From an optimization exercise on the open Yosys and OpenROAD flow, aimed at small area and a short achievable clock period; shortcuts taken in it are not production practice.
The RTL was checked by simulation tests, not by an equivalence proof against the original design.
Power and IR drop assume default switching activity.

==> flow/design.v <==
`default_nettype none
package sump_cmd_pkg;
  typedef enum logic [7:0] {
    OPC_SOFT_RESET  = 8'h00,
    OPC_RUN         = 8'h01,
    OPC_ID          = 8'h02,
    OPC_XON         = 8'h11,
    OPC_XOFF        = 8'h13,
    OPC_SET_DIV     = 8'h80,
    OPC_SET_CNT     = 8'h81,   
    OPC_SET_FLAGS   = 8'h82,
    OPC_SET_TRG_MSK = 8'hC0,   
    OPC_SET_TRG_VAL = 8'hC1,
    OPC_SET_TRG_CFG = 8'hC2
  } opcode_e;
  typedef enum logic [3:0] {
    ACT_NONE,
    ACT_SOFT_RESET,
    ACT_RUN,
    ACT_ID,
    ACT_XON,
    ACT_XOFF,
    ACT_SET_MASK,
    ACT_SET_VAL,
    ACT_SET_CFG,
    ACT_SET_DIV,
    ACT_SET_CNT,
    ACT_SET_FLAGS
  } action_e;
  typedef logic [1:0]  stage_t;
  typedef logic [31:0] param_t;   
endpackage
`default_nettype wire
`default_nettype none
package sump_cfg_pkg;
  typedef struct packed {
    logic [31:0] mask;
    logic [31:0] value;
    logic [31:0] cfg;    
  } trig_stage_t;
  typedef struct packed {
    trig_stage_t [4-1:0] trig;
    logic [23:0]                    divider;
    logic [15:0]                    read_cnt;
    logic [15:0]                    delay_cnt;
    logic [31:0]                    flags;
  } sump_cfg_t;
endpackage
`default_nettype wire
`default_nettype none
module sump_ctrl_top (
  input  logic                    clk_i,
  input  logic                    rst_n_i,
  input  logic                    rx_valid_i,
  input  logic [7:0]              rx_data_i,
  output logic [471:0]            cfg_o,     
  output logic                    armed_o,
  input  logic                    tx_credit_i,
  output logic                    tx_valid_o,
  output logic [7:0]              tx_data_o
);
  logic [2:0]  cnt_q;
  logic [3:0]  code_q;
  logic        stb_s_q;    
  logic        stb_l_q;    
  logic [31:0] param_q;
  logic [3:0]  code_d;
  always_comb begin
    code_d = 4'b1111;
    if (!rx_data_i[7]) begin
      if (rx_data_i[7:2] == 6'b000000 && rx_data_i[1:0] != 2'b11)
        code_d = {2'b00, rx_data_i[1:0]};
      else if (rx_data_i[7:2] == 6'b000100 && rx_data_i[0])
        code_d = {2'b01, rx_data_i[1:0]};
    end else begin
      if (rx_data_i[6:4] == 3'b100 && rx_data_i[1:0] != 2'b11)
        code_d = rx_data_i[3:0];
      else if (rx_data_i[6:2] == 5'b00000 && rx_data_i[1:0] != 2'b11)
        code_d = {rx_data_i[1:0], 2'b11};
    end
  end
  always_ff @(posedge clk_i or negedge rst_n_i) begin
    if (!rst_n_i) begin
      cnt_q   <= 3'd0;
      stb_s_q <= 1'b0;
      stb_l_q <= 1'b0;
    end else begin
      stb_s_q <= rx_valid_i && (cnt_q == 3'd0) && !rx_data_i[7];
      stb_l_q <= rx_valid_i && (cnt_q == 3'd4);
      if (rx_valid_i) begin
        if (cnt_q == 3'd0)      cnt_q <= rx_data_i[7] ? 3'd1 : 3'd0;
        else if (cnt_q == 3'd4) cnt_q <= 3'd0;
        else                    cnt_q <= cnt_q + 3'd1;
      end
    end
  end
  always_ff @(posedge clk_i) begin
    if (rx_valid_i) begin
      if (cnt_q == 3'd0) code_q  <= code_d;
      else               param_q <= {rx_data_i, param_q[31:8]};   
    end
  end
  logic c_soft, c_run, c_id, c_xon, c_xoff;
  assign c_soft = stb_s_q && (code_q == 4'b0000);
  assign c_run  = stb_s_q && (code_q == 4'b0001);
  assign c_id   = stb_s_q && (code_q == 4'b0010);
  assign c_xon  = stb_s_q && (code_q == 4'b0101);
  assign c_xoff = stb_s_q && (code_q == 4'b0111);
  logic [14:0] we;
  logic [14:0] hold;
  always_comb begin
    for (int w = 0; w < 15; w++) begin
      if (w < 12) we[w] = stb_l_q && (code_q == 4'((w / 3) * 4 + (w % 3)));
      else        we[w] = stb_l_q && (code_q == 4'((w - 12) * 4 + 3));
      hold[w] = !(we[w] || c_soft);
    end
  end
  logic [3:0][31:0] mask_q, value_q, tcfg_q;
  logic [23:0]      divider_q;
  logic [31:0]      cnts_q;    
  logic [31:0]      flags_q;
  logic             armed_q;
  always_ff @(posedge clk_i or negedge rst_n_i) begin
    if (!rst_n_i) begin
      mask_q    <= '0;
      value_q   <= '0;
      tcfg_q    <= '0;
      divider_q <= '0;
      cnts_q    <= '0;
      flags_q   <= '0;
      armed_q   <= 1'b0;
    end else begin
      for (int s = 0; s < 4; s++) begin
        mask_q[s]  <= (param_q & {32{we[s*3+0]}}) | (mask_q[s]  & {32{hold[s*3+0]}});
        value_q[s] <= (param_q & {32{we[s*3+1]}}) | (value_q[s] & {32{hold[s*3+1]}});
        tcfg_q[s]  <= (param_q & {32{we[s*3+2]}}) | (tcfg_q[s]  & {32{hold[s*3+2]}});
      end
      divider_q <= (param_q[23:0] & {24{we[12]}}) | (divider_q & {24{hold[12]}});
      cnts_q    <= (param_q & {32{we[13]}}) | (cnts_q  & {32{hold[13]}});
      flags_q   <= (param_q & {32{we[14]}}) | (flags_q & {32{hold[14]}});
      armed_q   <= c_run || (armed_q && !c_soft);
    end
  end
  always_comb begin
    for (int s = 0; s < 4; s++) begin
      cfg_o[(s*96+88)+:96] = {mask_q[s], value_q[s], tcfg_q[s]};
    end
    cfg_o[87:0] = {divider_q, cnts_q[15:0], cnts_q[31:16], flags_q};
  end
  assign armed_o = armed_q;
  logic       pend_q, xoff_q, valid_q;
  logic [2:0] used_q;
  logic [6:0] txd_q;
  logic       send, id_acc;
  logic       pend_d, xoff_d;
  logic [2:0] used_d;
  assign send   = valid_q;
  assign id_acc = c_id && !pend_q;
  always_comb begin
    pend_d = pend_q;
    if (send && txd_q[1]) pend_d = 1'b0;
    if (id_acc)           pend_d = 1'b1;
    if (c_soft)             pend_d = 1'b0;
    xoff_d = xoff_q;
    if (c_xon || c_soft) xoff_d = 1'b0;
    if (c_xoff)        xoff_d = 1'b1;
    used_d = used_q;
    if (tx_credit_i && !send && (used_q != 3'd0)) used_d = used_q - 3'd1;
    else if (send && !tx_credit_i)                 used_d = used_q + 3'd1;
  end
  always_ff @(posedge clk_i or negedge rst_n_i) begin
    if (!rst_n_i) begin
      pend_q  <= 1'b0;
      xoff_q  <= 1'b0;
      valid_q <= 1'b0;
      used_q  <= 3'd0;
    end else begin
      pend_q  <= pend_d;
      xoff_q  <= xoff_d;
      used_q  <= used_d;
      valid_q <= pend_d && !xoff_d && (used_d != 3'd4);
    end
  end
  always_ff @(posedge clk_i) begin
    if (id_acc) begin
      txd_q <= 7'(8'h31);
    end else if (send) begin
      if (txd_q[5])      txd_q <= 7'(8'h41);
      else if (txd_q[2]) txd_q <= 7'(8'h53);
      else               txd_q <= 7'(8'h4C);
    end
  end
  assign tx_valid_o = valid_q;
  assign tx_data_o  = {1'b0, txd_q};
endmodule
`default_nettype wire
make LEC_CHECK=0 CAP_MARGIN=20 CORE_MARGIN=2 CORE_UTILIZATION=60 CTS_BUF_LIST=sky130_fd_sc_hd__clkbuf_8 SETUP_SLACK_MARGIN=1.6 SLEW_MARGIN=20 finish   # period 3.0 ns
run.sh (not shown) runs the stock make flow with config.mk's settings and CLKGATE_MAP_FILE= SYNTH_SCRIPT=/design/flow/synth_recipe.tcl, a recipe that flattens the netlist after the stock synthesis.
The starting point never finished: it broke off in 5_1_grt on GRT-0232.
==> next run, changes <==
- CORE_UTILIZATION: 60 -> 40
- CTS_BUF_LIST: sky130_fd_sc_hd__clkbuf_8 -> not set
- SETUP_SLACK_MARGIN: 1.6 -> 0.1
Outcome:
- Now the flow ran to the end with no violations
- synthesized area does not change
- synthesized cell count does not change
==> next run, changes <==
- SETUP_SLACK_MARGIN: 0.1 -> 1.6
After rerunning:
- With this change the flow finished but fails on negative hold slack
- hold slack gets worse by 0.51 ns
- final cell count increases by about a fifth
- design area increases by about a fifth
- critical path depth increases by 6
- die area does not change
- combinational power increases by well over a third
- wire length increases by roughly a tenth
- synthesized cell count does not change
- global-route usage increases by 0.84 points
- worst setup slack gets better by 0.66 ns

## afterwards: timing with drivers on the ports
The results above use ideal ports. As a check the final layouts listed here were re-extracted and re-timed, cells and wires unchanged.
Step 1 sets driving cells, clkbuf_16 on the clock port and buf_2 on the other inputs (assumed; they add their load-dependent delay and slew).
Step 2, shift: input delay + t, output delay - t, t = (earliest + latest rising clock arrival at the registers) / 2. This alone moves slack from input paths to output paths.
Three values: ideal, step 1, step 2; two values: the first two.
run	shift t [ns]	setup WS [ns]	worst hold slack (ns)	clock arrival spread, ns	worst register clock-pin slew, ns	cell pins on the clock port's net
the second run	0.648	0.470 / 0.414 / 0.500	0.463 / 0.463 / 0.463	0.021 / 0.020	0.07 / 0.07	1
the third run	0.645	1.128 / 1.128 / 0.791	-0.046 / -0.050 / 0.499	0.018 / 0.018	0.07 / 0.07	1
For the third run, which loses most, drivers alone change the setup slack by 0.000 ns; drivers and shift together by -0.337 ns.
